What follows belongs to an exercise in optimizing a design on an open flow for small area, a short achievable clock period and few clock cycles; a production flow would make more cautious choices.
At most, simulation tests tie the RTL to the original design; equivalence was not proved.
No functional check of the RTL was part of runs 1 and 6.
No activity file was given, so power comes from the tool's default toggle rates.

[design/flow/flow/run.sh]
#!/bin/bash
# Standard synthesis, then the standard layout with plain buffers on the ports.
set -euo pipefail
bash standard.sh synth > synth.log 2>&1
export BUFFER_PORTS_ARGS="-buffer_cell sky130_fd_sc_hd__buf_1"
bash standard.sh finish > layout.log 2>&1
[design/flow/standard.sh]
#!/bin/bash
# synth_recipe.tcl (not shown) runs the flow's synth.tcl, then flattens the netlist and writes it again
# the make line also repeats each setting of config.mk as NAME=value (left out here)
make -C /OpenROAD-flow-scripts/flow DESIGN_CONFIG=/design/flow/config.mk WORK_HOME=/design/flow/orfs CLKGATE_MAP_FILE= SYNTH_SCRIPT=/design/flow/synth_recipe.tcl "${@:-finish}"
[design/flow/config.mk]
export PLATFORM = sky130hd
export DESIGN_NAME = routing_table_reader
export DESIGN_NICKNAME = routing_table_reader
export VERILOG_FILES = /design/flow/design.v
export SDC_FILE = /design/flow/constraint.sdc
export NUM_CORES = 4
export LEC_CHECK = 0
export CAP_MARGIN = 20
export CORE_MARGIN = 2
export CORE_UTILIZATION = 40
export SETUP_SLACK_MARGIN = 5.0
export SLEW_MARGIN = 20
[design/flow/constraint.sdc]
create_clock -name core_clock -period 8.0 [get_ports {clk}]
set_input_delay 1.6000 -clock core_clock [delete_from_list [all_inputs] [get_ports {clk}]]
set_output_delay 1.6000 -clock core_clock [all_outputs]
set_load 0.01 [all_outputs]
[design/flow/design.v]
package routing_pkg;
    localparam int WORD_W     = 32;
    localparam int WORD_BYTES = WORD_W / 8;
    localparam int HEADER_WORDS = 4;
    localparam int ENTRY_WORDS  = 6;
    localparam int HEADER_BYTES = HEADER_WORDS * WORD_BYTES;
    localparam int ENTRY_BYTES  = ENTRY_WORDS * WORD_BYTES;
    localparam logic [WORD_W-1:0] HOST_MAGIC   = 32'h484F5354;
    localparam logic [WORD_W-1:0] SWITCH_MAGIC = 32'h53574348;
    localparam int HOST_ENTRY_W = 144;
    localparam int PATH_ENTRY_W = 145;
endpackage
`timescale 1ns/100ps
import routing_pkg::*;
module routing_table_reader
#(
    parameter int ADDR_W      = 16,
    parameter int HOST_IDX_W  = 6,
    parameter int SWITCH_ID_W = 4
) (
    input  logic                    clk,
    input  logic                    rst_n,
    output logic [ADDR_W-1:0]       mem_addr,
    input  logic [WORD_W-1:0]       mem_data,
    input  logic                    load_req,
    output logic                    load_ack,
    output logic                    tables_valid,
    output logic                    parse_error,
    input  logic                    host_req,
    input  logic [HOST_IDX_W-1:0]   host_index,
    output logic                    host_ack,
    output logic                    host_found,
    output logic [HOST_ENTRY_W-1:0] host_entry,
    input  logic                    path_req,
    input  logic [SWITCH_ID_W-1:0]  src_switch,
    input  logic [SWITCH_ID_W-1:0]  dst_switch,
    output logic                    path_ack,
    output logic [PATH_ENTRY_W-1:0] path_entry
);
    localparam int HW = ADDR_W - 3;
    localparam logic [3:0] S_IDLE = 4'd0,
                           S_PA   = 4'd1,
                           S_RD   = 4'd2,
                           S_ACK  = 4'd3,
                           S_L1   = 4'd4,
                           S_L2   = 4'd5,
                           S_L3   = 4'd6,
                           S_L4   = 4'd7,
                           S_L5   = 4'd8,
                           S_L6   = 4'd9,
                           S_L7   = 4'd10;
    logic [3:0]    state;
    logic          sel_host;
    logic [2:0]    ph;
    logic [HW-1:0] ahi;
    logic          a0;
    logic [3:0]    s_q;         
    logic          hc_big;      
    logic [5:0]    hc_lo;       
    logic [HW-1:0] pbase;       
    logic [HW-1:0] kmul;        
    logic          slot0;
    logic [31:0]   slot1, slot2, slot3, slot4;
    logic          loading;
    logic          found;
    logic [7:0]    host_base;
    logic [HW-1:0] row_off;
    logic [HW-1:0] mac;
    logic [HW-1:0] ahi_inc;
    assign loading   = (state == S_IDLE) ? load_req : (state >= S_L1);
    assign found     = hc_big || (host_index < hc_lo);
    assign host_base = 8'd2 + 8'(host_index) * 8'd3;
    assign row_off   = pbase + HW'(dst_switch) * HW'(3);
    assign mac       = ahi + HW'(s_q) * kmul;
    assign ahi_inc   = ahi + 1'b1;
    assign mem_addr = {ahi, a0, 2'b00};
    always_ff @(posedge clk) begin
        s_q <= loading ? 4'd3 : src_switch;
    end
    always_ff @(posedge clk or negedge rst_n) begin
        if (!rst_n) begin
            state        <= S_IDLE;
            sel_host     <= 1'b0;
            ph           <= '0;
            ahi          <= '0;
            a0           <= 1'b0;
            load_ack     <= 1'b0;
            tables_valid <= 1'b0;
            parse_error  <= 1'b0;
            host_ack     <= 1'b0;
            host_found   <= 1'b0;
            path_ack     <= 1'b0;
        end else begin
            case (state)
                S_IDLE: begin
                    if (load_req) begin
                        a0    <= 1'b1;
                        state <= S_L1;
                    end else if (host_req) begin
                        sel_host   <= 1'b1;
                        host_found <= found;
                        if (found) begin
                            ahi   <= HW'(host_base);
                            ph    <= 3'd1;
                            state <= S_RD;
                        end else begin
                            host_ack <= 1'b1;
                            state    <= S_ACK;
                        end
                    end else if (path_req) begin
                        sel_host <= 1'b0;
                        ahi      <= row_off;
                        state    <= S_PA;
                    end
                end
                S_PA: begin
                    ahi   <= mac;
                    ph    <= 3'd0;
                    state <= S_RD;
                end
                S_RD: begin
                    if (ph == 3'd5) begin
                        host_ack <= sel_host;
                        path_ack <= !sel_host;
                        state    <= S_ACK;
                    end else begin
                        ph       <= ph + 1'b1;
                        a0       <= !a0;
                        if (a0) ahi <= ahi_inc;
                    end
                end
                S_ACK: begin
                    if (!(load_ack && load_req) && !(host_ack && host_req)
                        && !(path_ack && path_req)) begin
                        load_ack <= 1'b0;
                        host_ack <= 1'b0;
                        path_ack <= 1'b0;
                        ahi      <= '0;
                        a0       <= 1'b0;
                        state    <= S_IDLE;
                    end
                end
                S_L1: begin
                    if (mem_data != HOST_MAGIC) begin
                        tables_valid <= 1'b0;
                        parse_error  <= 1'b1;
                        load_ack     <= 1'b1;
                        state        <= S_ACK;
                    end else begin
                        state <= S_L2;
                    end
                end
                S_L2: begin
                    ahi   <= HW'(2);
                    state <= S_L3;
                end
                S_L3: begin
                    ahi   <= mac;
                    a0    <= 1'b0;
                    state <= S_L4;
                end
                S_L4: begin
                    ahi   <= ahi_inc;
                    state <= S_L5;
                end
                S_L5: begin
                    tables_valid <= (mem_data == SWITCH_MAGIC);
                    parse_error  <= (mem_data != SWITCH_MAGIC);
                    load_ack     <= 1'b1;
                    state        <= S_L6;
                end
                S_L6: begin
                    if (!load_req) load_ack <= 1'b0;
                    ahi   <= HW'(3);
                    state <= S_L7;
                end
                S_L7: begin
                    if (!load_req) load_ack <= 1'b0;
                    ahi   <= '0;
                    state <= (load_ack && load_req) ? S_ACK : S_IDLE;
                end
                default: state <= S_IDLE;
            endcase
        end
    end
    always_ff @(posedge clk) begin
        if (state == S_L2) begin
            hc_big <= |mem_data[31:6];
            hc_lo  <= mem_data[5:0];
        end
        if (state == S_L5) begin
            pbase <= ahi_inc;
        end
        if (state == S_L2 || state == S_L6) begin
            kmul <= mem_data[HW-1:0];
        end else if (state == S_L7) begin
            kmul <= mac;
        end
        if (state == S_RD) begin
            if (ph == 3'd1) slot0 <= mem_data[0];
            if (ph == 3'd2) slot1 <= mem_data;
            if (ph == 3'd3) slot2 <= mem_data;
            if (ph == 3'd4) slot3 <= mem_data;
            if (ph == 3'd5) slot4 <= mem_data;
        end
    end
    assign host_entry = {slot1, slot2, slot3[15:0], slot3[31:16],
                         slot4[7:0], slot4[15:8], slot4[23:16], slot4[31:24],
                         mem_data[7:0], mem_data[15:8]};
    assign path_entry = {slot0, slot1[15:0], slot1[31:16], slot2, slot3[15:0], slot3[31:16],
                         slot4[7:0], slot4[15:8], slot4[23:16], slot4[31:24],
                         mem_data[7:0], mem_data[15:8]};
endmodule
==> results.txt, run 1 <==
Floorplan
The number of top-level pins is 362. The width of the die is 170.4 um. The floorplan die area is 0.02902 mm2. The floorplan core area is 0.02703 mm2.

The standard-cell row count is 60. For this configuration, the core starts out at a cell density of 40.96%. The die height is 170.4 um.

Final layout
The multi-input logic area is roughly 0.0043 mm2. The final design instance area without fill is 0.01368 mm2. The post-synthesis to final-layout area growth is 23.54%.

The utilization of the core after routing is between 50% and 60%. Counting the fill cells in the layout gives roughly 2400. The fraction of layout cells with a size suffix above 1 is around a fifth. The number of nets in the finished design is 1352.

The area used by sequential logic in the layout is 0.005654 mm2.

GRT
The total overflow left after global routing is 0. The wire length of the first global-routing pass is 49.79 mm. The initial antenna violation count is 0. The total routing usage reported by global routing is 23.58%. The via count of the first global-routing pass was 7825. Entering global routing, the biggest net connects 34 pins.

Yosys
After synthesis, flip-flops and latches occupy 51.00% of the total area. The number of synthesized register bits is 194. Yosys mapped the design onto 70 distinct sky130hd cell types. The biggest area contributor in the post-synthesis netlist is sky130_fd_sc_hd__edfxtp_1. The post-synthesis cell area is 0.01107 mm2. The fraction of registers with async set or reset after synthesis is approximately 14%.

The number of warnings reported in the yosys synthesis log is 1. A synthesized cell averages 11.41 um2. After synthesis, the cell types taking the most area are sky130_fd_sc_hd__edfxtp_1 44%, sky130_fd_sc_hd__buf_4 11%, sky130_fd_sc_hd__dfrtp_1 6.3%, sky130_fd_sc_hd__fa_1 6.1%, sky130_fd_sc_hd__ha_1 5.0%. Among all flip-flop cells after synthesis, the most frequent one is sky130_fd_sc_hd__edfxtp_1. In the synthesized netlist, the number of instances is 970. The count of flip-flops with a built-in enable after synthesis is 162. The top cell type's share of synthesized area is between 40% and 50%.

Pwr
In this run the static leakage power is 5.219 nW. IR analysis of the VDD net gives a maximum drop of 0.0004534 V. The power density normalized to cell area is 530.1 mW/mm2.

Timing
The slew at the pin closest to its max-slew limit is just over 900 ps. Subtracting the final worst setup slack from the clock period gives between 3000 and 4000 ps. The count of final max-slew check failures is 0. The number of hold violations in the final report was 0. The clock arrives with 14.95 ps of skew. Static timing analysis puts the maximum clock frequency at between 200 and 300 MHz.

The final setup TNS is 0 ps. Once routing completed, OpenROAD measured the worst setup slack at 4134 ps. Headroom to the max-slew limit came out at 37.79%. Setup repair after global routing could not meet its margin everywhere. The share of the cycle needed by the critical path after routing is 48.33%. The total of endpoints with negative setup slack in the final report is 0.

Clock network
The TritonCTS clock tree is yes. The number of clock sinks is 194. After clock tree synthesis, the clock-pin slew on the worst setup and hold paths is 80 ps. The latest clock arrival within the worst-skew pair is about 440 ps. Clock tree synthesis inserted a total of 17 buffers. The number of buffers on the longest clock path is 2. The maximum level of the CTS H-tree is 4. In this run the clock root is driven by a sky130_fd_sc_hd__clkbuf_16.

Worst hold path
The class of the worst hold path is register to register.

Detailed routing
In the final routed layout, each cell accounts on average for 22.07 um. The number of detailed-route iterations in the first pass is 5. The via count is 8238. The detailed router finished its first iteration with 767 violations. The remaining number of nets flagged by the antenna check after routing is 0.

After detailed routing, the number of remaining DRC violations is 0. The final routed wirelength across all metal layers is 34.82 mm. The post-detailed-route via-to-cell ratio is 5.221.

Placed design
The post-detailed-placement cell area is approximately 0.012 mm2. The final estimated routing congestion in global placement is ~0.90. The placement-stage worst setup slack is about 4000 ps. The HPWL after detailed placement is 25.40 mm.

Port buffering added 359 buffers.

Setup path
STA classifies the critical path startpoint as a register. Data arrives at the worst endpoint at 4050 ps. Along the worst path, the maximum fanout reaches 4. The required time at the worst-slack endpoint is 8180 ps. The critical path in this run is classified as register to register. The endpoint type of the worst setup path is a register.

Run status
The run finished with no timing, DRC or antenna violations.

Flow run
Across the run, the number of max-cap violations was 0.
[layout make-up]
class,count,share of cell area [%]
clock inverters,15,1.491
flip-flops and latches,194,41.34
multi-input cells,514,31.68
well taps,341,3.120
inverters,78,2.141
clock buffers,17,3.111
repair buffers,418,17.09
diodes,1,0.01830
[where the power goes]
group | leakage [nW] | switching [W] | internal [W]
Combinational | 3.07 | 0.00254 | 0.00220
Clock | 0.304 | 0.000470 | 0.000436
Sequential | 1.85 | 0.000207 | 0.00140
[flip-flops by register name, summed over array words and instances, names as in the netlist, 3 cells and up]
name,cells
hc_lo,6
slot4,32
slot1,32
ahi,13
slot2,32
kmul,13
s_q,4
pbase,13
state,4
ph,3
slot3,32
[stage by stage]
stage	hold WS (ps)	total power, W	instances
after floorplan	456.0	0.004353	971
after global placement	452.4	0.005089	1488
after detailed placement	454.1	0.005126	1488
after CTS	476.5	0.006855	1565
after global routing	526.9	0.007798	1577
final	466.0	0.007249	1578
[cell usage in the layout (no fill, tap or decap), drive strengths merged, types with 3 or more instances in the layout]
cell type,Yosys,layout
o31a,3,3
o31ai,4,4
a21oi,21,21
buf,174,415
and2,42,42
a22o,3,3
nand2b,17,17
o211ai,3,3
o21ai,46,46
nor4,5,5
or4,3,3
a211oi,10,10
xnor2,25,25
nand2,75,75
nand3,6,6
dfrtp,28,28
xor2,11,11
o21a,5,5
and3,5,5
nor3,13,13
or3,3,3
inv,78,85
nand4,8,8
a221oi,7,7
nor2,52,52
clkbuf,14,20
a21o,10,10
o22ai,3,3
a221o,1,4
nor3b,3,3
nor2b,7,7
fa,34,34
nand4b,3,3
clkinv,0,8
ha,44,44
dfxtp,4,4
a22oi,5,5
a222oi,3,3
edfxtp,162,162
[critical path, cell delays in order, from the launching register on]
cell and delay, ps:
sky130_fd_sc_hd__edfxtp_1 460, sky130_fd_sc_hd__buf_4 170, sky130_fd_sc_hd__and2_4 150, sky130_fd_sc_hd__fa_1 460
sky130_fd_sc_hd__fa_1 510, sky130_fd_sc_hd__inv_2 40, sky130_fd_sc_hd__fa_1 520, sky130_fd_sc_hd__inv_2 50
sky130_fd_sc_hd__ha_4 270, sky130_fd_sc_hd__o21ai_1 90, sky130_fd_sc_hd__nor2_2 190, sky130_fd_sc_hd__o2111ai_2 150
sky130_fd_sc_hd__a311oi_2 280, sky130_fd_sc_hd__xnor2_1 170, sky130_fd_sc_hd__o21ai_1 100
[cells by family (layout without fill, tap and decap cells)]
family                   Yosys count  count (layout)  share of synthesized area [%]
flip-flops                       194             194                          51.00
adder cells (fa/ha/maj)           79              79                          11.21
buffers and inverters            266             528                          14.77
AO/OA/AOI/OAI                    143             146                          8.636
multiplexers                       3               3                         0.2826
XOR/XNOR                          36              36                          2.848
AND/OR/NAND/NOR                  248             248                          11.21
other                              1               3                        0.03388
[final timing paths]
kind | from | end | slack, ps | cells past startpoint
setup / recovery | kmul[4] | kmul[12] | 4130 | 14
setup reg to reg | kmul[4] | kmul[12] | 4130 | 14
min in group asynchronous | rst_n | ahi[8] | 1220 | 1
hold / removal | tables_valid | tables_valid | 470 | 2
hold reg to reg | tables_valid | tables_valid | 470 | 2
max in group asynchronous | rst_n | state[3] | 6260 | 1
[cells in the mapped netlist (6+ instances only)]
cell                         n
sky130_fd_sc_hd__a211oi_1   10
sky130_fd_sc_hd__a21o_1     10
sky130_fd_sc_hd__a21oi_1    21
sky130_fd_sc_hd__a221oi_1    7
sky130_fd_sc_hd__and2_1     42
sky130_fd_sc_hd__buf_4     164
sky130_fd_sc_hd__clkbuf_1   14
sky130_fd_sc_hd__dfrtp_1    28
sky130_fd_sc_hd__edfxtp_1  162
sky130_fd_sc_hd__fa_1       34
sky130_fd_sc_hd__ha_1       44
sky130_fd_sc_hd__inv_1      78
sky130_fd_sc_hd__nand2_1    75
sky130_fd_sc_hd__nand2b_1   17
sky130_fd_sc_hd__nand3_1     6
sky130_fd_sc_hd__nand4_1     8
sky130_fd_sc_hd__nor2_1     51
sky130_fd_sc_hd__nor2b_1     7
sky130_fd_sc_hd__nor3_1     13
sky130_fd_sc_hd__o21ai_0    43
sky130_fd_sc_hd__xnor2_1    25
sky130_fd_sc_hd__xor2_1     11
[timing repair]
| action | CTS | global route |
|---|---|---|
| gates cloned | 2 | 1 |
| endpoints found under the setup margin | 61 | 63 |
| buffers inserted | 43 | 11 |
| resized for setup | 196 | 43 |
| pin swaps | 43 | 29 |
| hold buffers | 0 | 0 |
[per-layer routing]
layer  up-vias  part of all wire [%]  GRT usage [%]
met1      4119                    43          31.57
met5         -                     0              0
met2       361                    48          38.42
met3        38                   6.8          5.047
met4         0                   2.4          7.321
li1       3720                     -              -
==> run 2: changes to the inputs <==
--- a/design/flow/design.v
+++ b/design/flow/design.v
@@ -62,25 +62,23 @@
     logic          slot0;
     logic [31:0]   slot1, slot2, slot3, slot4;
-    logic          loading;
     logic          found;
     logic [7:0]    host_base;
     logic [HW-1:0] row_off;
     logic [HW-1:0] mac;
-    logic [HW-1:0] ahi_inc;
-    assign loading   = (state == S_IDLE) ? load_req : (state >= S_L1);
     assign found     = hc_big || (host_index < hc_lo);
     assign host_base = 8'd2 + 8'(host_index) * 8'd3;
     assign row_off   = pbase + HW'(dst_switch) * HW'(3);
-    assign mac       = ahi + HW'(s_q) * kmul;
-    assign ahi_inc   = ahi + 1'b1;
+    assign mac       = ahi + HW'(s_q) * kmul + 1'b1;
     assign mem_addr = {ahi, a0, 2'b00};
     always_ff @(posedge clk) begin
-        s_q <= loading ? 4'd3 : src_switch;
+        case (state)
+            S_IDLE:       s_q <= src_switch;
+            S_L2, S_L6:   s_q <= 4'd3;
+            default:      s_q <= 4'd0;
+        endcase
     end
     always_ff @(posedge clk or negedge rst_n) begin
         if (!rst_n) begin
             state        <= S_IDLE;
-            sel_host     <= 1'b0;
-            ph           <= '0;
             ahi          <= '0;
             a0           <= 1'b0;
@@ -89,5 +87,4 @@
             parse_error  <= 1'b0;
             host_ack     <= 1'b0;
-            host_found   <= 1'b0;
             path_ack     <= 1'b0;
         end else begin
@@ -127,5 +124,5 @@
                         ph       <= ph + 1'b1;
                         a0       <= !a0;
-                        if (a0) ahi <= ahi_inc;
+                        if (a0) ahi <= mac;
                     end
                 end
@@ -152,5 +149,5 @@
                 end
                 S_L2: begin
-                    ahi   <= HW'(2);
+                    ahi   <= HW'(1);
                     state <= S_L3;
                 end
@@ -161,5 +158,5 @@
                 end
                 S_L4: begin
-                    ahi   <= ahi_inc;
+                    ahi   <= mac;
                     state <= S_L5;
                 end
@@ -172,5 +169,5 @@
                 S_L6: begin
                     if (!load_req) load_ack <= 1'b0;
-                    ahi   <= HW'(3);
+                    ahi   <= HW'(2);
                     state <= S_L7;
                 end
@@ -190,5 +187,5 @@
         end
         if (state == S_L5) begin
-            pbase <= ahi_inc;
+            pbase <= ahi;
         end
         if (state == S_L2 || state == S_L6) begin
--- a/design/flow/config.mk
+++ b/design/flow/config.mk
@@ -8,5 +8,5 @@
 export CAP_MARGIN = 20
 export CORE_MARGIN = 2
-export CORE_UTILIZATION = 40
-export SETUP_SLACK_MARGIN = 5.0
+export CORE_UTILIZATION = 30
+export SETUP_SLACK_MARGIN = 4.5
 export SLEW_MARGIN = 20
==> results.txt, run 2 <==
Setup path
The worst setup path is captured at a register. The minimum setup slack among reg-to-reg paths is 4280 ps (+140 ps). The category of the worst setup path launch point is a register. The critical path's largest stage delay was 510 ps (about the same). The arrival time at the worst endpoint is 4060 ps (about the same). Among all stages on the critical path, the largest delay is contributed by sky130_fd_sc_hd__fa_1. The largest fanout of any net on the critical path is 5 (+1).

The most common cell type on the critical path is sky130_fd_sc_hd__fa_1. Traced cell by cell, the critical path runs through and2_4 > fa_1 > fa_1 > inv_1 > fa_1 > inv_2 > ha_4 > nor3_4 > o21ai_4 > a2111oi_4 > nor3_2 > xnor2_1 > buf_4 > o211ai_1. The required time at the worst-slack endpoint is 8330 ps (+150 ps). The setup path with the least slack is of type register to register.

Pwr
The net switching power figure came to 0.001634 W (-49%). The cell leakage power came to 4.713 nW (-9.7%). The largest voltage drop on the vdd net is 0.0001774 V (-61%). The part of the total power dissipated in sequential elements is 38.0% (+16 points). The part of the total power dissipated in combinational logic was 41.6% (-24 points).

The design internal power came to 0.002449 W (-39%). The fraction of power spent switching nets is 40.03% (-4.4 points). The power density normalized to cell area is 323.5 mW/mm2 (-39%). The clock share of power is 20.4% (+7.9 points).

Floorplan
The number of top-level pins is 362 (unchanged). The floorplan die area came to 0.03707 mm2 (+28%). The standard-cell row count is 69 (+15%).

The width of the die is 192.5 um (+13%). The floorplan core area came to 0.03531 mm2 (+31%). The die height is 192.5 um (+13%). The starting utilization of the core area is 30.20% (-11 points).

Placed design
The final HPWL from detailed placement is 25.06 mm (-1.3%). The count of buffers from port buffering came to 359 (unchanged). The final estimated routing congestion in global placement is 0.8789 (-2.8%).

The post-detailed-placement cell area is 0.01139 mm2 (-2.9%). The number of cells after detailed placement is 1541 (+3.6%).

Timing
The number of hold violations in the final report is 0 (unchanged). The slew at the pin closest to its max-slew limit was 1007 ps (+73.77 ps). The maximum operating frequency was 268.6 MHz (+3.8%).

The normalized max-slew margin came to 32.32% (-5.5 points). The total of endpoints with negative setup slack in the final report is 0 (unchanged). The worst clock skew is 7.958 ps (-6.994 ps). The final setup TNS was 0 ps (unchanged). The clock period minus final worst setup slack is 3723 ps (-143.2 ps). Setup repair after global routing could not meet its margin everywhere.

The share of the cycle needed by the critical path after routing was 46.54% (-1.8 points). The count of final max-slew check failures is 0 (unchanged). The worst hold slack was 494.7 ps (+28.70 ps).

Final layout
The multi-input logic area is 0.003787 mm2 (-13%). The final design instance area without fill is 0.01262 mm2 (-7.7%). The area used by sequential logic in the layout came to 0.005682 mm2 (+0.49%). The fraction of layout cells with a size suffix above 1 is 15.43% (-3.6 points).

The antenna cell count is 0 (-1). The post-synthesis to final-layout area growth is 18.37%. The number of inserted filler cells in the final layout is 3490 (+44%). Leaving out fill and tap cells, the most frequent cells in the layout are 313 x sky130_fd_sc_hd__buf_1, 167 x sky130_fd_sc_hd__edfxtp_1, 86 x sky130_fd_sc_hd__nand2_1. The non-filler instance count after layout is 1589 (+0.70%). The most frequent standard cell in the layout excluding fill and tap cells is sky130_fd_sc_hd__buf_1. The number of nets in the finished design came to 1243 (-8.1%).

Yosys
The number of library cell types mapped by synthesis is 61 (-13%). Counting instances in the post-synthesis netlist gives the leading cell types as 167 x sky130_fd_sc_hd__edfxtp_1, 164 x sky130_fd_sc_hd__buf_4, 87 x sky130_fd_sc_hd__nand2_1. The number of warnings reported in the yosys synthesis log is 1 (unchanged). The cell with the most instances after synthesis is sky130_fd_sc_hd__edfxtp_1.

The post-synthesis cell area is 0.01066 mm2 (-3.7%). The sequential fraction of the synthesis area was 53.17% (+2.2 points). The cell count after synthesis was 898 (-7.4%). The top cell type's share of synthesized area is 47.03% (+3.1 points). The fraction of registers with async set or reset after synthesis came to 11.86% (-2.6 points). The post-synthesis area per instance is 11.88 um2 (+4.1%). The count of flip-flops with a built-in enable after synthesis is 167 (+3.1%). For this run, the leading register cell type out of synthesis is sky130_fd_sc_hd__edfxtp_1. The number of synthesized register bits is 194 (unchanged). Yosys attributes the largest share of cell area to sky130_fd_sc_hd__edfxtp_1 47%, sky130_fd_sc_hd__buf_4 12%, sky130_fd_sc_hd__fa_1 6.6%, sky130_fd_sc_hd__dfrtp_1 5.4%, sky130_fd_sc_hd__ha_1 4.9%. The cell taking the most area after synthesis is sky130_fd_sc_hd__edfxtp_1.

Detailed routing
The average detailed-routed wire length per instance is 20.79 um (-5.8%). The via count is 7464 (-9.4%). The iteration-0 DRC count of the detailed router is 546 (-29%). The final routed wirelength across all metal layers is 33.04 mm (-5.1%). The post-detailed-route via-to-cell ratio is 4.697 (-10%). The number of remaining DRC errors is 0 (unchanged).

The number of detailed-route iterations in the first pass is 5 (unchanged). The remaining number of nets flagged by the antenna check after routing is 0 (unchanged).

Clock network
The number of hold-repair buffers added at the cts stage came to 0 (unchanged). The number of buffers on the longest clock path came to 2 (unchanged). The TritonCTS clock tree is yes. The number of buffers created by CTS is 17 (unchanged). The CTS root buffer is sky130_fd_sc_hd__clkbuf_16. The post-CTS clock slew at the launch and capture registers of the worst setup and hold paths is 80 ps (about the same). The maximum level of the CTS H-tree was 4 (unchanged).

The latest clock arrival within the worst-skew pair was 460 ps (+20 ps). The number of clock sinks came to 194 (unchanged).

Run status
The run finished with no timing, DRC or antenna violations.

GRT
The wire length of the first global-routing pass is 45.67 mm (-8.3%). The total routing usage reported by global routing is 17.22% (-6.4 points). The initial antenna violation count was 0 (unchanged). The pin count of the biggest net entering global routing is 33 (-2.9%). The via count of the first global-routing pass was 6997 (-11%). The remaining global-route overflow is 0 (unchanged).

Flow run
The number of max-cap violations is 0 (unchanged).

Worst hold path
The class of the worst hold path is register to register.
==> run 2: logic make-up (layout without fill, tap and decap cells) <==
| family | after synthesis | after routing | synth area share (%) |
|---|---|---|---|
| other | 1 | 2 | 0.03517 |
| DFF | 194 | 194 | 53.17 |
| xor gates and xnor gates | 26 | 26 | 2.135 |
| adders and majority gates | 77 | 77 | 11.50 |
| AOI/OAI and AO/OA | 130 | 130 | 8.201 |
| muxes | 4 | 4 | 0.4224 |
| buffers and inverters | 258 | 487 | 14.96 |
| and+or+nand+nor | 208 | 208 | 9.574 |
==> run 2: cell type report <==
class	instances	area share, %
Timing Repair Buffer	382	13.89
Clock inverter	14	0.9614
Sequential cell	194	45.01
Multi-Input combinational cell	447	30.00
Tap cell	461	4.569
Inverter	73	2.171
Clock buffer	18	3.400
==> run 2: what timing repair did <==
action / CTS / global route
setup buffers: 12 / 4
gates resized for setup: 109 / 49
pin swaps: 35 / 21
endpoints found under the setup margin: 48 / 39
==> run 2: final timing paths <==
check                            start     endpoint  cells after the start
max                            kmul[4]      ahi[12]                     14
min                        parse_error  parse_error                      1
max reg2reg                    kmul[4]      ahi[12]                     14
min reg2reg                parse_error  parse_error                      1
max in group asynchronous        rst_n     state[1]                      2
min in group asynchronous        rst_n      ahi[10]                      2
==> run 2: critical path, delay by kind of cell, from the launching register on <==
family | cells | cell delay, ps
adder cells (fa/ha/maj) | 4 | 1680
AO/OA/AOI/OAI | 3 | 550
AND/OR/NAND/NOR | 3 | 490
flip-flops | 1 | 440
buffers and inverters | 3 | 240
XOR/XNOR | 1 | 190
==> run 2: power by group through the flow <==
stage	Sequential (W)	Combinational, W	Clock [W]
after floorplan	0.00154	0.00108	0
after global placement	0.00157	0.00143	0
after detailed placement	0.00157	0.00144	0
after CTS	0.00155	0.00159	0.000846
after global routing	0.00158	0.00188	0.000887
final	0.00155	0.00170	0.000831
==> run 2: metal layers <==
layer | vias to the layer above | track usage [%] | routed length, um
met4 | 0 | 5.666 | 643
met3 | 38 | 3.219 | 1985
met2 | 322 | 28.83 | 16340
li1 | 3384 | - | -
met1 | 3720 | 22.43 | 14060
met5 | - | 0 | 0
==> run 2: metrics by stage <==
step	power, W	setup WS (ps)	util, %
3_3_place_gp	0.002995	3991	32.27
5_1_grt	0.004342	4137	35.75
2_1_floorplan	0.002619	4382	-
6_report	0.004083	4277	35.75
4_1_cts	0.003988	4275	35.03
3_5_place_dp	0.003015	3976	32.27
Testbench counts of run 2, summed over its fixed seeds: cycles 7,929.
==> run 3: changes to the inputs <==
--- a/design/flow/config.mk
+++ b/design/flow/config.mk
@@ -9,4 +9,4 @@
 export CORE_MARGIN = 2
 export CORE_UTILIZATION = 30
-export SETUP_SLACK_MARGIN = 4.5
+export SETUP_SLACK_MARGIN = 4.0
 export SLEW_MARGIN = 20
==> results.txt, run 3 <==
Run status
The run finished with no timing, DRC or antenna violations.

Detailed routing
The average detailed-routed wire length per instance was 20.37 um (-2.0%). The number of remaining DRC errors is 0 (unchanged). The iteration-0 DRC count of the detailed router was 486 (-11%). The number of detailed-route iterations in the first pass is 5 (unchanged). The post-detailed-route via-to-cell ratio is 4.713 (+0.33%). The final routed wirelength across all metal layers is 32.19 mm (-2.6%). The via count came to 7446 (-0.24%). The remaining number of nets flagged by the antenna check after routing was 0 (unchanged).

Pwr
The fraction of power spent switching nets is 40.74% (+0.72 points). The clock share of power came to 22.7% (+2.3 points). The part of the total power dissipated in combinational logic is 38.1% (-3.5 points).

The net switching power figure is 0.001604 W (-1.9%). The cell leakage power is 4.435 nW (-5.9%). The largest voltage drop on the vdd net came to 0.0001677 V (-5.4%).

The power density normalized to cell area is 324.3 mW/mm2 (+0.25%). The design internal power is 0.002333 W (-4.7%). The part of the total power dissipated in sequential elements is 39.1% (+1.1 points).

Placed design
The count of buffers from port buffering is 359 (unchanged). The final HPWL from detailed placement is 24.50 mm (-2.2%). The final estimated routing congestion in global placement is 0.8352 (-5.0%). The number of cells after detailed placement is 1542 (+0.065%).

Clock network
The number of hold-repair buffers added at the cts stage is 0 (unchanged). The number of buffers created by CTS is 17 (unchanged). The maximum level of the CTS H-tree is 4 (unchanged).

The post-CTS clock slew at the launch and capture registers of the worst setup and hold paths is 90 ps (about the same). The number of buffers on the longest clock path was 2 (unchanged). The number of clock sinks is 194 (unchanged). The latest clock arrival within the worst-skew pair is 470 ps (about the same).

The CTS root buffer is sky130_fd_sc_hd__clkbuf_16. The TritonCTS clock tree is yes.

Yosys
The post-synthesis cell area is 0.01066 mm2 (unchanged). The commonest cells after synthesis are 167 x sky130_fd_sc_hd__edfxtp_1, 164 x sky130_fd_sc_hd__buf_4, 87 x sky130_fd_sc_hd__nand2_1. The number of library cell types mapped by synthesis is 61 (unchanged). The count of flip-flops with a built-in enable after synthesis is 167 (unchanged). The top cell type's share of synthesized area is 47.03% (unchanged). The sequential fraction of the synthesis area is 53.17% (unchanged).

In the post-synthesis netlist, the biggest area contributors are sky130_fd_sc_hd__edfxtp_1 47%, sky130_fd_sc_hd__buf_4 12%, sky130_fd_sc_hd__fa_1 6.6%, sky130_fd_sc_hd__dfrtp_1 5.4%, sky130_fd_sc_hd__ha_1 4.9%. sky130_fd_sc_hd__edfxtp_1 takes more of the synthesized area than any other cell. The number of warnings reported in the yosys synthesis log is 1 (unchanged). The number of synthesized register bits came to 194 (unchanged). The cell with the most instances after synthesis is sky130_fd_sc_hd__edfxtp_1. The cell count after synthesis is 898 (unchanged). Among all flip-flop cells after synthesis, the most frequent one is sky130_fd_sc_hd__edfxtp_1. The fraction of registers with async set or reset after synthesis is 11.86% (unchanged). The post-synthesis area per instance is 11.88 um2 (unchanged).

Timing
The number of hold violations in the final report was 0 (unchanged). The total of endpoints with negative setup slack in the final report is 0 (unchanged). Setup repair after global routing could not meet its margin everywhere. The final setup TNS is 0 ps (unchanged).

The normalized max-slew margin came to 32.64% (+0.32 points). The maximum operating frequency came to 257.5 MHz (-4.1%). The slew at the pin closest to its max-slew limit is 1002 ps (-4.736 ps).

The count of final max-slew check failures is 0 (unchanged). The share of the cycle needed by the critical path after routing is 48.54% (+2.0 points). The clock period minus final worst setup slack is 3883 ps (+159.7 ps).

The worst clock skew is 20.05 ps (+12.10 ps).

Final layout
The non-filler instance count after layout was 1580 (-0.57%). The area growth from synthesis to layout is 13.83%. The fraction of layout cells with a size suffix above 1 is 7.335% (-8.1 points). The utilization of the core after routing is 34.38% (-1.4 points).

In the layout the commonest cells are 356 x sky130_fd_sc_hd__buf_1, 167 x sky130_fd_sc_hd__edfxtp_1, 87 x sky130_fd_sc_hd__nand2_1. The number of nets in the finished design is 1233 (-0.80%). The most frequent standard cell in the layout excluding fill and tap cells is sky130_fd_sc_hd__buf_1.

The number of inserted filler cells in the final layout is 3596 (+3.0%).

GRT
The pin count of the biggest net entering global routing is 33 (unchanged). The total routing usage reported by global routing is 16.82% (-0.40 points). The via count of the first global-routing pass is 7047 (+0.71%). The initial antenna violation count is 0 (unchanged).

The wire length of the first global-routing pass is 44.96 mm (-1.6%). The remaining global-route overflow is 0 (unchanged).

Floorplan
The floorplan core area is 0.03531 mm2 (unchanged). The standard-cell row count is 69 (unchanged). The number of top-level pins is 362 (unchanged). The floorplan die area was 0.03707 mm2 (unchanged).

The die height is 192.5 um (unchanged). The starting utilization of the core area is 30.20% (unchanged). The width of the die is 192.5 um (unchanged).

Worst hold path
The class of the worst hold path is register to register.

Setup path
The endpoint of the worst-slack reg-to-reg timing path is kmul[12]. The critical path startpoint is kmul[2]. By startpoint and endpoint, the worst setup path is classified as register to register. The endpoint type of the worst setup path is a register.

The startpoint of the most critical register-to-register path is kmul[2]. The capturing instance or port of the critical path is kmul[12]. The cell count of the worst reg-to-reg path came to 13 (-1). The required time at the worst-slack endpoint came to 8220 ps (-110 ps). The worst setup path is launched from a register.

The arrival time at the worst endpoint is 4100 ps (+40 ps). The minimum setup slack among reg-to-reg paths is 4120 ps (-160 ps). The largest fanout of any net on the critical path is 4 (-1).

Flow run
The number of max-cap violations was 0 (unchanged).
[run 3: cell counts after synthesis]
No cell type changed its count.
[run 3: logic make-up (layout without fill, tap and decap cells)]
group | after synthesis | after routing | share of synthesized area, %
compound gates | 130 | 130 | 8.201
xor+xnor | 26 | 26 | 2.135
fa+ha+maj | 77 | 77 | 11.50
buf+inv | 258 | 477 | 14.96
flops | 194 | 194 | 53.17
mux | 4 | 4 | 0.4224
other cells | 1 | 3 | 0.03517
simple gates | 208 | 208 | 9.574
[run 3: worst min-delay path by stage]
stage,to,cells after the start,start
floorplan,host_ack,1,sel_host
global placement,parse_error,1,parse_error
detailed placement,tables_valid,2,tables_valid
CTS,tables_valid,2,tables_valid
global route,parse_error,1,parse_error
finish,parse_error,1,parse_error
[run 3: timing repair]
item | 4_1_cts | 5_1_grt
pin swaps | 1 | 7
setup buffers | 2 | 3
endpoints found under the setup margin | 9 | 11
endpoints found under the hold margin | 0 | 0
resized for setup | 10 | 25
[run 3: power by group through the flow]
stage	clock [W]	sequential (W)	combinational, W
after floorplan	0	0.00154	0.00105
after global placement	0	0.00156	0.00140
after detailed placement	0	0.00156	0.00142
after CTS	0.000913	0.00154	0.00144
after global routing	0.000953	0.00157	0.00167
final	0.000894	0.00154	0.00150
[run 3: layout make-up]
type / instances / area, um2 / share of cell area, %
clock buffers: 17 / 425.4 / 3.504
repair buffers: 372 / 1449 / 11.94
diodes: 1 / 2.502 / 0.02061
well taps: 461 / 576.8 / 4.752
flip-flops and latches: 194 / 5682 / 46.80
clock inverters: 15 / 190.2 / 1.567
inverters: 73 / 274.0 / 2.257
multi-input cells: 447 / 3540 / 29.16
[run 3: metal layers]
layer | global-route usage, % | up-vias | part of all wire, % | wire length [um]
met5 | 0 | - | 0 | 0
met3 | 4.128 | 30 | 6.8 | 2189
met4 | 4.668 | 0 | 1.6 | 518
li1 | - | 3374 | - | -
met1 | 21.94 | 3742 | 43 | 13720
met2 | 27.77 | 300 | 49 | 15760
[run 3: stage by stage]
stage	hold WS [ps]	power, W	cell area, um2	worst slack [ps]
2_1_floorplan	492.0	0.002588	10670	4087
3_3_place_gp	476.5	0.002959	11350	3865
3_5_place_dp	496.4	0.002979	11350	3740
4_1_cts	513.1	0.003898	12000	4002
5_1_grt	517.9	0.004195	12140	3958
6_report	506.4	0.003936	12140	4117
[run 3: worst max-delay path, cell delays in order (launching register included)]
cell	delay (ps)
sky130_fd_sc_hd__edfxtp_1	440
sky130_fd_sc_hd__and2_1	200
sky130_fd_sc_hd__fa_1	490
sky130_fd_sc_hd__fa_1	560
sky130_fd_sc_hd__inv_1	60
sky130_fd_sc_hd__fa_1	500
sky130_fd_sc_hd__inv_1	60
sky130_fd_sc_hd__ha_4	260
sky130_fd_sc_hd__o21ai_4	170
sky130_fd_sc_hd__a21oi_2	100
sky130_fd_sc_hd__a2111oi_4	370
sky130_fd_sc_hd__nor3_2	90
sky130_fd_sc_hd__xnor2_1	220
sky130_fd_sc_hd__o21ai_1	110
==> run 4: changes to the inputs <==
--- a/design/flow/config.mk
+++ b/design/flow/config.mk
@@ -9,4 +9,5 @@
 export CORE_MARGIN = 2
 export CORE_UTILIZATION = 30
-export SETUP_SLACK_MARGIN = 4.0
+export CTS_BUF_LIST = sky130_fd_sc_hd__clkbuf_8
+export SETUP_SLACK_MARGIN = 4.25
 export SLEW_MARGIN = 20
==> results.txt, run 4 <==
Setup path
STA classifies the critical path endpoint as a register. The critical path's largest stage delay was 510 ps (-50 ps). The largest fanout of any net on the critical path is 7 (+3).

Among the stages of the critical path, the cell type that occurs most often is sky130_fd_sc_hd__fa_1. The family of cells with the greatest summed delay on the critical path is adder cells. The critical path in this run is classified as register to register. The category of the worst setup path launch point is a register.

The library cell contributing the largest single delay on the critical path is sky130_fd_sc_hd__fa_1. The arrival time at the worst endpoint is 4010 ps (-90 ps). The required time at the worst-slack endpoint came to 8250 ps (+30 ps). The critical path goes through buf_4 > and2_1 > fa_1 > fa_1 > inv_1 > fa_1 > inv_1 > ha_4 > nand3_1 > a21oi_2 > a2111oi_4 > nor3_2 > xnor2_1 > o21ai_0. The number of buffer and inverter instances along the worst setup path came to 3 (+1).

Clock network
The number of buffers created by CTS was 17 (unchanged). The number of clock sinks is 194 (unchanged). The number of buffers on the longest clock path was 2 (unchanged). The latest clock arrival within the worst-skew pair is 510 ps (+40 ps).

The CTS root buffer is sky130_fd_sc_hd__clkbuf_8. TritonCTS built the clock tree. The post-CTS clock slew at the launch and capture registers of the worst setup and hold paths is 120 ps (+30 ps). The maximum level of the CTS H-tree is 4 (unchanged).

Placed design
The count of buffers from port buffering is 359 (unchanged). The final HPWL from detailed placement was 24.78 mm (+1.1%). The final estimated routing congestion in global placement is 0.8624 (+3.3%). The post-detailed-placement cell area is 0.01136 mm2 (about the same).

Yosys
The number of library cell types mapped by synthesis is 61 (unchanged). The fraction of registers with async set or reset after synthesis was 11.86% (unchanged). The top cell type's share of synthesized area is 47.03% (unchanged). Ranked by total cell area, the synthesized netlist is headed by sky130_fd_sc_hd__edfxtp_1 47%, sky130_fd_sc_hd__buf_4 12%, sky130_fd_sc_hd__fa_1 6.6%, sky130_fd_sc_hd__dfrtp_1 5.4%, sky130_fd_sc_hd__ha_1 4.9%. The sequential fraction of the synthesis area is 53.17% (unchanged). The cell count after synthesis came to 898 (unchanged).

The post-synthesis cell area is 0.01066 mm2 (unchanged). The post-synthesis area per instance was 11.88 um2 (unchanged). The cell with the most instances after synthesis is sky130_fd_sc_hd__edfxtp_1. Among all flip-flop cells after synthesis, the most frequent one is sky130_fd_sc_hd__edfxtp_1. The number of warnings reported in the yosys synthesis log came to 1 (unchanged). The cell taking the most area after synthesis is sky130_fd_sc_hd__edfxtp_1. The number of synthesized register bits came to 194 (unchanged). The count of flip-flops with a built-in enable after synthesis came to 167 (unchanged). The commonest cells after synthesis are 167 x sky130_fd_sc_hd__edfxtp_1, 164 x sky130_fd_sc_hd__buf_4, 87 x sky130_fd_sc_hd__nand2_1.

Detailed routing
The average detailed-routed wire length per instance is 20.31 um (-0.29%). The iteration-0 DRC count of the detailed router is 568 (+17%). The post-detailed-route via-to-cell ratio was 4.709 (about the same). The number of detailed-route iterations in the first pass is 5 (unchanged).

The number of remaining DRC errors was 0 (unchanged). The remaining number of nets flagged by the antenna check after routing was 0 (unchanged). The via count is 7478 (+0.43%). The final routed wirelength across all metal layers came to 32.26 mm (+0.22%).

Timing
Setup repair after global routing could not meet its margin everywhere. The final setup TNS is 0 ps (unchanged). The slew at the pin closest to its max-slew limit is 1068 ps (+66.18 ps).

The share of the cycle needed by the critical path after routing is 47.07% (-1.5 points). The worst clock skew came to 22.10 ps (+2.046 ps). The count of final max-slew check failures was 0 (unchanged).

The number of hold violations in the final report is 0 (unchanged). The normalized max-slew margin came to 28.61% (-4.0 points). The total of endpoints with negative setup slack in the final report is 0 (unchanged). The clock period minus final worst setup slack is 3766 ps (-117.2 ps).

The maximum operating frequency is 265.6 MHz (+3.1%).

Floorplan
The die height is 192.5 um (unchanged). The starting utilization of the core area is 30.20% (unchanged). The standard-cell row count is 69 (unchanged). The floorplan core area came to 0.03531 mm2 (unchanged). The floorplan die area was 0.03707 mm2 (unchanged). The width of the die is 192.5 um (unchanged). The number of top-level pins was 362 (unchanged).

Pwr
The fraction of power spent switching nets is 41.69% (+0.95 points). The clock share of power was 16.7% (-6.0 points). The cell leakage power came to 4.438 nW (about the same).

The largest voltage drop on the vdd net is 0.0001313 V (-22%). The part of the total power dissipated in combinational logic was 42.7% (+4.6 points). The net switching power figure is 0.001589 W (-0.93%). The part of the total power dissipated in sequential elements was 40.6% (+1.5 points). The design internal power is 0.002222 W (-4.7%). The power density normalized to cell area is 313.7 mW/mm2 (-3.3%).

Final layout
The library cell used most frequently in the layout, excluding fill and tap cells, is sky130_fd_sc_hd__buf_1. In the layout the commonest cells are 347 x sky130_fd_sc_hd__buf_1, 167 x sky130_fd_sc_hd__edfxtp_1, 86 x sky130_fd_sc_hd__nand2_1. The final design instance area without fill came to 0.01215 mm2 (about the same). The number of nets in the finished design is 1242 (+0.73%). The antenna cell count was 0 (-1). The fraction of layout cells with a size suffix above 1 is 11.18% (+3.8 points). The post-synthesis to final-layout area growth is 13.93% (about the same). The number of inserted filler cells in the final layout is 3557 (-1.1%).

GRT
The total routing usage reported by global routing came to 17.04% (+0.23 points). The pin count of the biggest net entering global routing is 33 (unchanged). The via count of the first global-routing pass is 7215 (+2.4%).

The initial antenna violation count is 0 (unchanged). The wire length of the first global-routing pass is 45.79 mm (+1.8%). The remaining global-route overflow is 0 (unchanged).

Flow run
The number of max-cap violations is 0 (unchanged).

Run status
The run finished with no timing, DRC or antenna violations.

Worst hold path
The class of the worst hold path is register to register.
==> run 4: cell count changes in the layout (fill, tap and decap cells not counted), sizes merged <==
cell,change
buf,+8
diode,-1
clkbuf,+1
clkinv,-2
inv,+2
==> run 4: path summary, 6_finish.rpt <==
check                             from     endpoint  slack (ps)  cells after the start
min                        parse_error  parse_error         500                      1
max                             s_q[1]     kmul[12]        4230                     14
max reg2reg                     s_q[1]     kmul[12]        4230                     14
max in group asynchronous        rst_n      ahi[12]        6620                      2
min in group asynchronous        rst_n       ahi[1]        1100                      2
min reg2reg                parse_error  parse_error         500                      1
==> run 4: kinds of logic after synthesis <==
group           synth area share [%]
compound gates                 8.201
xor+xnor                       2.135
fa+ha+maj                      11.50
buf+inv                        14.96
flops                          53.17
mux                           0.4224
other cells                  0.03517
simple gates                   9.574
==> run 4: stage by stage <==
stage               power [W]  hold slack (ps)  worst slack (ps)  utilization, %  std cells
finish               0.003811            504.5              4234           34.41       1588
global route         0.004086            544.6              4055           34.41       1588
CTS                  0.003716            513.5              4227           33.86       1582
detailed placement   0.002988            488.1              3869           32.16       1540
global placement     0.002973            477.6              3990           32.16       1540
floorplan            0.002598            492.0              4287               -        899
==> run 4: cell type report <==
cell class,count,area (um2),area share [%]
Clock inverter,15,146.4,1.205
Timing Repair Buffer,381,1531,12.61
Multi-Input combinational cell,447,3705,30.49
Tap cell,461,576.8,4.748
Sequential cell,194,5682,46.77
Inverter,73,274.0,2.255
Clock buffer,17,234.0,1.926
==> run 4: timing repair <==
item,4_1_cts,5_1_grt
pin swaps,26,23
buffers inserted,10,6
endpoints found under the setup margin,32,16
gates cloned,0,0
resized for setup,41,33
hold buffers,0,0
==> run 4: metal layers <==
metal	vias to the layer above	share of wire, %	global-route usage (%)
li1	3380	-	-
met1	3763	44	22.47
met2	305	49	28.74
met3	30	5.6	2.764
met4	0	1.7	5.197
met5	-	0	0
==> run 4: power groups by stage <==
stage / Clock (W) / Combinational, W / Sequential, W
floorplan: 0 / 0.00106 / 0.00154
global placement: 0 / 0.00141 / 0.00157
detailed placement: 0 / 0.00142 / 0.00157
CTS: 0.000656 / 0.00151 / 0.00155
global route: 0.000696 / 0.00182 / 0.00157
finish: 0.000636 / 0.00163 / 0.00155
==> run 5: changes to the inputs <==
--- a/design/flow/config.mk
+++ b/design/flow/config.mk
@@ -9,5 +9,4 @@
 export CORE_MARGIN = 2
 export CORE_UTILIZATION = 30
-export CTS_BUF_LIST = sky130_fd_sc_hd__clkbuf_8
 export SETUP_SLACK_MARGIN = 4.25
 export SLEW_MARGIN = 20
==> results.txt, run 5 <==
Run status
The run finished with no timing, DRC or antenna violations.

Pwr
The largest voltage drop on the vdd net was 0.0001650 V (+26%). The power after layout is 0.004015 W (+5.4%). The cell leakage power came to 4.526 nW (+2.0%). The power density normalized to cell area is 325.5 mW/mm2 (+3.8%).

Flow run
The number of max-cap violations is 0 (unchanged).

Yosys
sky130_fd_sc_hd__edfxtp_1 is the most common cell in the netlist. The number of warnings reported in the yosys synthesis log was 1 (unchanged). The cell count after synthesis is 898 (unchanged). The top cell type's share of synthesized area is 47.03% (unchanged). The count of flip-flops with a built-in enable after synthesis came to 167 (unchanged).

Sorting the synthesized cells by area gives the leading types as sky130_fd_sc_hd__edfxtp_1 47%, sky130_fd_sc_hd__buf_4 12%, sky130_fd_sc_hd__fa_1 6.6%, sky130_fd_sc_hd__dfrtp_1 5.4%, sky130_fd_sc_hd__ha_1 4.9%. After synthesis, the most frequently instantiated cells are 167 x sky130_fd_sc_hd__edfxtp_1, 164 x sky130_fd_sc_hd__buf_4, 87 x sky130_fd_sc_hd__nand2_1. The sequential fraction of the synthesis area is 53.17% (unchanged).

The post-synthesis area per instance is 11.88 um2 (unchanged). The flip-flop cell with the highest count after synthesis is sky130_fd_sc_hd__edfxtp_1. The number of library cell types mapped by synthesis came to 61 (unchanged).

The post-synthesis cell area came to 0.01066 mm2 (unchanged). The number of synthesized register bits is 194 (unchanged). The fraction of registers with async set or reset after synthesis is 11.86% (unchanged). The cell taking the most area after synthesis is sky130_fd_sc_hd__edfxtp_1.

Placed design
The number of cells after detailed placement is 1540 (unchanged). The count of buffers from port buffering is 359 (unchanged). The final estimated routing congestion in global placement came to 0.8624 (unchanged). The final HPWL from detailed placement came to 24.78 mm (unchanged).

Final layout
The post-synthesis to final-layout area growth is 15.66%. The most frequent standard cell in the layout excluding fill and tap cells is sky130_fd_sc_hd__buf_1. The non-filler instance count after layout was 1585 (-0.19%).

In the layout the commonest cells are 347 x sky130_fd_sc_hd__buf_1, 167 x sky130_fd_sc_hd__edfxtp_1, 86 x sky130_fd_sc_hd__nand2_1. The fraction of layout cells with a size suffix above 1 came to 11.21% (+0.030 points). The antenna cell count is 0 (unchanged). The number of nets in the finished design came to 1239 (-0.24%). The utilization of the core after routing came to 34.93% (+0.52 points).

Worst hold path
In this run the most critical hold path is launched from parse_error. The terminating pin of the worst hold path is parse_error. The number of instances on the worst hold path is 1 (unchanged). The class of the worst hold path is register to register.

Setup path
The worst register-to-register path ends at ahi[12]. The worst setup path is captured at a register. The worst setup path is launched from a register. The arrival time at the worst endpoint is 4050 ps (+40 ps). The required time at the worst-slack endpoint was 8320 ps (+70 ps).

The cell count of the worst reg-to-reg path is 15 (+1). The largest fanout of any net on the critical path is 4 (-3). The minimum setup slack among reg-to-reg paths is 4270 ps (+30 ps).

The kind of critical path is register to register. In this run the critical register-to-register path is launched from kmul[2].

Clock network
The number of buffers created by CTS came to 17 (unchanged). The number of buffers on the longest clock path was 2 (unchanged). The tree is rooted in a sky130_fd_sc_hd__clkbuf_16.

The number of clock sinks is 194 (unchanged). The post-CTS clock slew at the launch and capture registers of the worst setup and hold paths is 70 ps (-50 ps). The number of hold-repair buffers added at the cts stage came to 0 (unchanged).

The maximum level of the CTS H-tree came to 4 (unchanged). The TritonCTS clock tree is yes. The latest clock arrival within the worst-skew pair is 450 ps (-60 ps).

Timing
The slew at the pin closest to its max-slew limit is 1054 ps (-14.26 ps). The worst clock skew was 14.08 ps (-8.021 ps). The total of endpoints with negative setup slack in the final report is 0 (unchanged). The final setup TNS was 0 ps (unchanged). The count of final max-slew check failures is 0 (unchanged). The maximum operating frequency is 267.8 MHz (+0.83%).

The share of the cycle needed by the critical path after routing was 46.68% (-0.39 points). Setup repair after global routing could not meet its margin everywhere. The normalized max-slew margin came to 29.56% (+0.95 points). The clock period minus final worst setup slack came to 3735 ps (-30.97 ps).

The number of hold violations in the final report is 0 (unchanged).

Floorplan
The number of top-level pins is 362 (unchanged). The standard-cell row count is 69 (unchanged). The starting utilization of the core area is 30.20% (unchanged). The die height was 192.5 um (unchanged).

The floorplan core area was 0.03531 mm2 (unchanged). The width of the die came to 192.5 um (unchanged). The floorplan die area is 0.03707 mm2 (unchanged).

GRT
The via count of the first global-routing pass is 7276 (+0.85%). The remaining global-route overflow is 0 (unchanged). The total routing usage reported by global routing was 17.06% (+0.020 points). The wire length of the first global-routing pass is 45.95 mm (+0.36%). The pin count of the biggest net entering global routing is 33 (unchanged).

The initial antenna violation count is 0 (unchanged).

Detailed routing
The remaining number of nets flagged by the antenna check after routing is 0 (unchanged). The number of detailed-route iterations in the first pass is 5 (unchanged). The via count is 7436 (-0.56%). The post-detailed-route via-to-cell ratio is 4.691 (-0.37%).

The final routed wirelength across all metal layers came to 32.24 mm (about the same). The average detailed-routed wire length per instance is 20.34 um (+0.13%). The iteration-0 DRC count of the detailed router is 542 (-4.6%). The number of remaining DRC errors came to 0 (unchanged).
## run 5: cell types whose count changed in the layout (fill, tap and decap cells not counted), moves of 2 or more
cell,change
sky130_fd_sc_hd__and2_1,-2
sky130_fd_sc_hd__dfxtp_2,+2
sky130_fd_sc_hd__inv_1,+2
sky130_fd_sc_hd__inv_2,-2
sky130_fd_sc_hd__and2_4,+2
sky130_fd_sc_hd__o21ai_1,+2
sky130_fd_sc_hd__clkbuf_8,-17
sky130_fd_sc_hd__buf_4,-2
sky130_fd_sc_hd__o21ai_0,-2
sky130_fd_sc_hd__clkbuf_16,+17
sky130_fd_sc_hd__dfxtp_4,-2
sky130_fd_sc_hd__xnor2_2,+2
sky130_fd_sc_hd__xnor2_1,-2
## run 5: repair_timing
action | in CTS | in global routing
pin swaps | 21 | 17
resized for setup | 41 | 33
setup endpoints to repair | 32 | 18
buffers inserted | 12 | 1
cloned | 0 | 0
## run 5: metrics by stage
step | hold WS [ps] | area (um2) | setup slack [ps]
final | 498.1 | 12330 | 4265
after global routing | 536.3 | 12330 | 4070
after CTS | 505.6 | 12170 | 4232
after detailed placement | 488.1 | 11360 | 3869
after global placement | 477.6 | 11360 | 3990
after floorplan | 492.0 | 10690 | 4287
## run 5: metal layers
layer / share of wire [%] / global-route usage [%] / up-vias
li1: - / - / 3378
met1: 44 / 22.47 / 3750
met2: 49 / 28.78 / 279
met3: 5.4 / 2.801 / 29
met4: 1.9 / 5.197 / 0
met5: 0 / 0 / -
## run 5: final cells by class
cell class | instances | area, um2
Clock buffer | 17 | 425.4
Clock inverter | 15 | 146.4
Fill cell | 3538 | 22980
Inverter | 73 | 274.0
Multi-Input combinational cell | 447 | 3730
Sequential cell | 194 | 5677
Tap cell | 461 | 576.8
Timing Repair Buffer | 378 | 1505
## run 5: worst max path at each step
stage	startpoint	slack, ps	end
after floorplan	dst_switch[0]	4290	ahi[11]
after global placement	s_q[2]	3990	kmul[12]
after detailed placement	s_q[2]	3870	kmul[12]
after CTS	kmul[2]	4230	kmul[12]
after global routing	kmul[2]	4070	kmul[12]
final	kmul[2]	4270	ahi[12]
## run 5: worst max-delay path, stage by stage (launching register included)
cell and delay [ps]:
sky130_fd_sc_hd__edfxtp_1 420, sky130_fd_sc_hd__buf_4 150, sky130_fd_sc_hd__and2_4 140, sky130_fd_sc_hd__fa_1 460, sky130_fd_sc_hd__fa_1 500, sky130_fd_sc_hd__inv_1 60, sky130_fd_sc_hd__fa_1 500, sky130_fd_sc_hd__inv_2 50
sky130_fd_sc_hd__ha_4 180, sky130_fd_sc_hd__nor3_4 200, sky130_fd_sc_hd__o21ai_4 110, sky130_fd_sc_hd__a2111oi_4 370, sky130_fd_sc_hd__nor3_2 80, sky130_fd_sc_hd__xnor2_1 190, sky130_fd_sc_hd__buf_4 140, sky130_fd_sc_hd__o211ai_1 70
## run 5: kinds of logic after synthesis
logic type | Yosys count | synth area share (%)
compound gates | 130 | 8.201
simple gates | 208 | 9.574
xor+xnor | 26 | 2.135
other cells | 1 | 0.03517
mux | 4 | 0.4224
flops | 194 | 53.17
fa+ha+maj | 77 | 11.50
buf+inv | 258 | 14.96
## run 5: power breakdown
group / leakage (nW) / internal, W / switching (W) / total, W
combinational: 2.42 / 0.000627 / 0.00100 / 0.00163
sequential: 1.83 / 0.00136 / 0.000185 / 0.00155
clock: 0.278 / 0.000414 / 0.000427 / 0.000841
total: 4.53 / 0.00240 / 0.00161 / 0.00402
==> run 6: changes to the inputs <==
--- a/design/flow/design.v
+++ b/design/flow/design.v
@@ -55,5 +55,6 @@
     logic [HW-1:0] ahi;
     logic          a0;
-    logic [3:0]    s_q;         
+    logic [3:0]    s_nx;        
+    logic          b_one0, b_two0, b_neg0, b_one1, b_two1, b_s3;
     logic          hc_big;      
     logic [5:0]    hc_lo;       
@@ -66,15 +67,32 @@
     logic [HW-1:0] row_off;
     logic [HW-1:0] mac;
+    logic [HW-1:0] m_pp0, m_q1, m_pp1, m_pp2, m_s1, m_c1, m_s2, m_c2;
     assign found     = hc_big || (host_index < hc_lo);
     assign host_base = 8'd2 + 8'(host_index) * 8'd3;
     assign row_off   = pbase + HW'(dst_switch) * HW'(3);
-    assign mac       = ahi + HW'(s_q) * kmul + 1'b1;
+    assign m_pp0 = (({HW{b_one0}} & kmul) | ({HW{b_two0}} & (kmul << 1))) ^ {HW{b_neg0}};
+    assign m_q1  = (({HW{b_one1}} & kmul) | ({HW{b_two1}} & (kmul << 1))) ^ {HW{b_s3}};
+    assign m_pp1 = {m_q1[HW-3:0], b_neg0, !b_neg0};
+    assign m_pp2 = ({HW{b_s3}} & (kmul << 4)) | {{(HW-3){1'b0}}, b_s3, 2'b00};
+    assign m_s1  = ahi ^ m_pp0 ^ m_pp1;
+    assign m_c1  = ((ahi & m_pp0) | (ahi & m_pp1) | (m_pp0 & m_pp1)) << 1;
+    assign m_s2  = m_s1 ^ m_c1 ^ m_pp2;
+    assign m_c2  = ((m_s1 & m_c1) | (m_s1 & m_pp2) | (m_c1 & m_pp2)) << 1;
+    assign mac   = m_s2 + m_c2;
     assign mem_addr = {ahi, a0, 2'b00};
+    always_comb begin
+        case (state)
+            S_IDLE:       s_nx = src_switch;
+            S_L2, S_L6:   s_nx = 4'd3;
+            default:      s_nx = 4'd0;
+        endcase
+    end
     always_ff @(posedge clk) begin
-        case (state)
-            S_IDLE:       s_q <= src_switch;
-            S_L2, S_L6:   s_q <= 4'd3;
-            default:      s_q <= 4'd0;
-        endcase
+        b_one0 <= s_nx[0];
+        b_two0 <= s_nx[1] && !s_nx[0];
+        b_neg0 <= s_nx[1];
+        b_one1 <= s_nx[2] ^ s_nx[1];
+        b_two1 <= (s_nx[2] == s_nx[1]) && (s_nx[3] != s_nx[2]);
+        b_s3   <= s_nx[3];
     end
     always_ff @(posedge clk or negedge rst_n) begin
==> results.txt, run 6 <==
Timing
The slew at the pin closest to its max-slew limit is 1093 ps (+39.43 ps). The maximum operating frequency is 268.2 MHz (+0.18%). The worst clock skew is 13.94 ps (-0.1397 ps). Setup repair after global routing could not meet its margin everywhere. The normalized max-slew margin is 27.02% (-2.5 points). The clock period minus final worst setup slack is 3728 ps (-6.600 ps). The total of endpoints with negative setup slack in the final report is 0 (unchanged). The share of the cycle needed by the critical path after routing is 46.60% (-0.082 points). The count of final max-slew check failures was 0 (unchanged).

The final setup TNS is 0 ps (unchanged). The number of hold violations in the final report was 0 (unchanged).

Yosys
The post-synthesis cell area was 0.01057 mm2 (-0.84%). The number of synthesized register bits is 196 (+1.0%). By count the netlist is led by 167 x sky130_fd_sc_hd__edfxtp_1, 164 x sky130_fd_sc_hd__buf_4, 72 x sky130_fd_sc_hd__nand2_1.

Yosys attributes the largest share of cell area to sky130_fd_sc_hd__edfxtp_1 47%, sky130_fd_sc_hd__buf_4 12%, sky130_fd_sc_hd__dfrtp_1 5.4%, sky130_fd_sc_hd__fa_1 4.7%, sky130_fd_sc_hd__ha_1 4.6%. The sequential fraction of the synthesis area is 54.01% (+0.83 points). The top cell type's share of synthesized area is 47.43% (+0.40 points). The cell count after synthesis is 888 (-1.1%). The count of flip-flops with a built-in enable after synthesis was 167 (unchanged). The post-synthesis area per instance is 11.91 um2 (+0.27%). For this run, the leading register cell type out of synthesis is sky130_fd_sc_hd__edfxtp_1. The number of warnings reported in the yosys synthesis log is 1 (unchanged). The fraction of registers with async set or reset after synthesis is 11.73% (-0.12 points). The cell taking the most area after synthesis is sky130_fd_sc_hd__edfxtp_1. The number of library cell types mapped by synthesis is 67 (+9.8%). The most common cell in the synthesized netlist is sky130_fd_sc_hd__edfxtp_1.

Detailed routing
The final routed wirelength across all metal layers was 32.12 mm (-0.39%). The average detailed-routed wire length per instance is 20.43 um (+0.44%). The via count is 7388 (-0.65%). The number of remaining DRC errors is 0 (unchanged).

The number of detailed-route iterations in the first pass is 5 (unchanged). The post-detailed-route via-to-cell ratio was 4.700 (+0.18%). The remaining number of nets flagged by the antenna check after routing is 0 (unchanged). The iteration-0 DRC count of the detailed router is 474 (-13%).

Pwr
The cell leakage power is 4.383 nW (-3.2%). The power density normalized to cell area is 373.1 mW/mm2 (+15%). The largest voltage drop on the vdd net is 0.0001906 V (+16%).

Floorplan
The die height is 191.7 um (-0.42%). The floorplan die area is 0.03676 mm2 (-0.83%). The width of the die is 191.7 um (-0.42%). The number of top-level pins is 362 (unchanged).

The floorplan core area is 0.03463 mm2 (-1.9%). The starting utilization of the core area is 30.54% (+0.33 points). The standard-cell row count is 68 (-1.4%).

Setup path
The required time at the worst-slack endpoint was 8330 ps (about the same). The largest fanout of any net on the critical path is 4 (unchanged). The endpoint type of the worst setup path is a register.

The kind of critical path is register to register. The arrival time at the worst endpoint was 4050 ps (about the same). STA classifies the critical path startpoint as a register.

GRT
The wire length of the first global-routing pass is 44.77 mm (-2.6%). The total routing usage reported by global routing came to 16.84% (-0.22 points). The via count of the first global-routing pass is 6812 (-6.4%). The pin count of the biggest net entering global routing is 34 (+3.0%). The remaining global-route overflow was 0 (unchanged).

The initial antenna violation count was 0 (unchanged).

Final layout
The fraction of layout cells with a size suffix above 1 is 11.55% (+0.34 points). The top cell types in the final layout, fill and taps aside, are 344 x sky130_fd_sc_hd__buf_1, 167 x sky130_fd_sc_hd__edfxtp_1, 71 x sky130_fd_sc_hd__nand2_1. The most frequent standard cell in the layout excluding fill and tap cells is sky130_fd_sc_hd__buf_1. The antenna cell count came to 0 (unchanged). The post-synthesis to final-layout area growth is 15.55% (about the same). The utilization of the core after routing came to 35.28% (+0.35 points). The number of nets in the finished design is 1219 (-1.6%).

Clock network
The CTS root buffer is sky130_fd_sc_hd__clkbuf_16. The number of hold-repair buffers added at the cts stage was 0 (unchanged). The maximum level of the CTS H-tree is 4 (unchanged).

The latest clock arrival within the worst-skew pair is 450 ps (about the same). The number of buffers created by CTS is 17 (unchanged). The number of clock sinks is 196 (+1.0%). The post-CTS clock slew at the launch and capture registers of the worst setup and hold paths came to 80 ps (about the same). TritonCTS built the clock tree. The number of buffers on the longest clock path is 2 (unchanged).

Placed design
The final HPWL from detailed placement is 24.41 mm (-1.5%). The count of buffers from port buffering is 359 (unchanged). The final estimated routing congestion in global placement is 0.8597 (-0.31%).

Worst hold path
The tightest min-delay check is of the register to register type.

Run status
The run finished with no timing, DRC or antenna violations.

Flow run
The number of max-cap violations is 0 (unchanged).
-- run 6: where the power goes --
group          total, W  internal [W]  switching (W)
Combinational   0.00201      0.000794        0.00122
Clock          0.000903      0.000475       0.000428
Sequential      0.00164       0.00141       0.000235
Total           0.00456       0.00268        0.00188
-- run 6: final timing paths --
check | from | to | slack, ps | cells past startpoint
max | kmul[2] | ahi[12] | 4270 | 15
min | sel_host | path_ack | 470 | 1
max reg2reg | kmul[2] | ahi[12] | 4270 | 15
min reg2reg | sel_host | path_ack | 470 | 1
max in group asynchronous | rst_n | ahi[4] | 6600 | 2
min in group asynchronous | rst_n | ahi[9] | 1140 | 2
-- run 6: routing by layer --
| layer | part of all wire (%) | track usage [%] | vias to the layer above |
|---|---|---|---|
| met5 | 0 | 0 | - |
| met4 | 2.4 | 5.740 | 0 |
| met3 | 6.0 | 3.325 | 37 |
| met2 | 50 | 28.08 | 299 |
| met1 | 42 | 21.83 | 3678 |
| li1 | - | - | 3374 |
-- run 6: timing repair --
item | CTS | global route
resized for setup | 25 | 43
endpoints found under the setup margin | 39 | 13
pin swaps | 0 | 28
gates cloned | 0 | 0
setup buffers | 2 | 15
-- run 6: cell families after synthesis --
logic type / after synthesis / share of synthesized area, %
compound gates: 140 / 8.567
buf+inv: 249 / 14.73
mux: 7 / 0.7100
xor+xnor: 49 / 4.059
flops: 196 / 54.01
other cells: 1 / 0.03546
simple gates: 182 / 8.543
fa+ha+maj: 64 / 9.348
-- run 6: worst max-delay path: stages (launching register included) --
cell,delay [ps]
sky130_fd_sc_hd__edfxtp_1,430
sky130_fd_sc_hd__buf_6,150
sky130_fd_sc_hd__a22oi_2,210
sky130_fd_sc_hd__xnor2_2,120
sky130_fd_sc_hd__fa_1,560
sky130_fd_sc_hd__inv_2,50
sky130_fd_sc_hd__fa_1,500
sky130_fd_sc_hd__inv_2,50
sky130_fd_sc_hd__ha_4,220
sky130_fd_sc_hd__nor2b_4,120
sky130_fd_sc_hd__o31a_1,310
sky130_fd_sc_hd__o21ai_2,150
sky130_fd_sc_hd__o21ai_1,100
sky130_fd_sc_hd__xnor2_1,230
sky130_fd_sc_hd__o22ai_1,110
sky130_fd_sc_hd__mux2_4,270
-- run 6: cell type report --
class,count,area [um2]
repair buffers,382,1555
well taps,455,569.3
clock inverters,15,186.4
multi-input cells,444,3517
fillers,3465,22410
inverters,63,236.5
flip-flops and latches,196,5728
clock buffers,17,425.4
-- run 6: stage by stage --
| step | cells | setup WS [ps] | cell area [um2] | power, W | hold slack [ps] |
|---|---|---|---|---|---|
| floorplan | 889 | 4128 | 10590 | 0.002978 | 436.0 |
| global placement | 1522 | 3808 | 11230 | 0.003466 | 449.4 |
| finish | 1572 | 4272 | 12220 | 0.004558 | 468.5 |
| CTS | 1556 | 4107 | 11890 | 0.004414 | 471.2 |
| detailed placement | 1522 | 3706 | 11230 | 0.003486 | 468.3 |
| global route | 1572 | 4079 | 12220 | 0.004864 | 500.8 |

-- static timing again, ports no longer ideal --
In the flow no input, the clock included, has a driving cell. The finished layouts below were timed again as built, in two steps. Step 1, drivers: a clkbuf_16 drives clk and a buf_2 each remaining input, both assumed. Step 2 times the ports against the registers' clock, not the clock port: input delays grow and output delays shrink by t, the midpoint of the rising clock arrivals with the driver on. Slacks: ideal / step 1 / step 2; pairs: ideal / step 1.
run	t, ns	setup slack, ns	pins driven straight from the clock port
run 1	0.487	4.134 / 4.134 / 3.918	1
run 2	0.498	4.277 / 4.277 / 4.047	1
run 3	0.503	4.117 / 4.108 / 3.956	1
run 4	0.538	4.234 / 4.234 / 3.967	1
run 5	0.488	4.265 / 4.265 / 3.963	1
run 6	0.492	4.272 / 4.267 / 3.824	1
After both steps setup and hold are still met in every run listed. The setup slack of run 6, which loses most, moves by -0.005 ns with the drivers and by -0.448 ns with both steps.
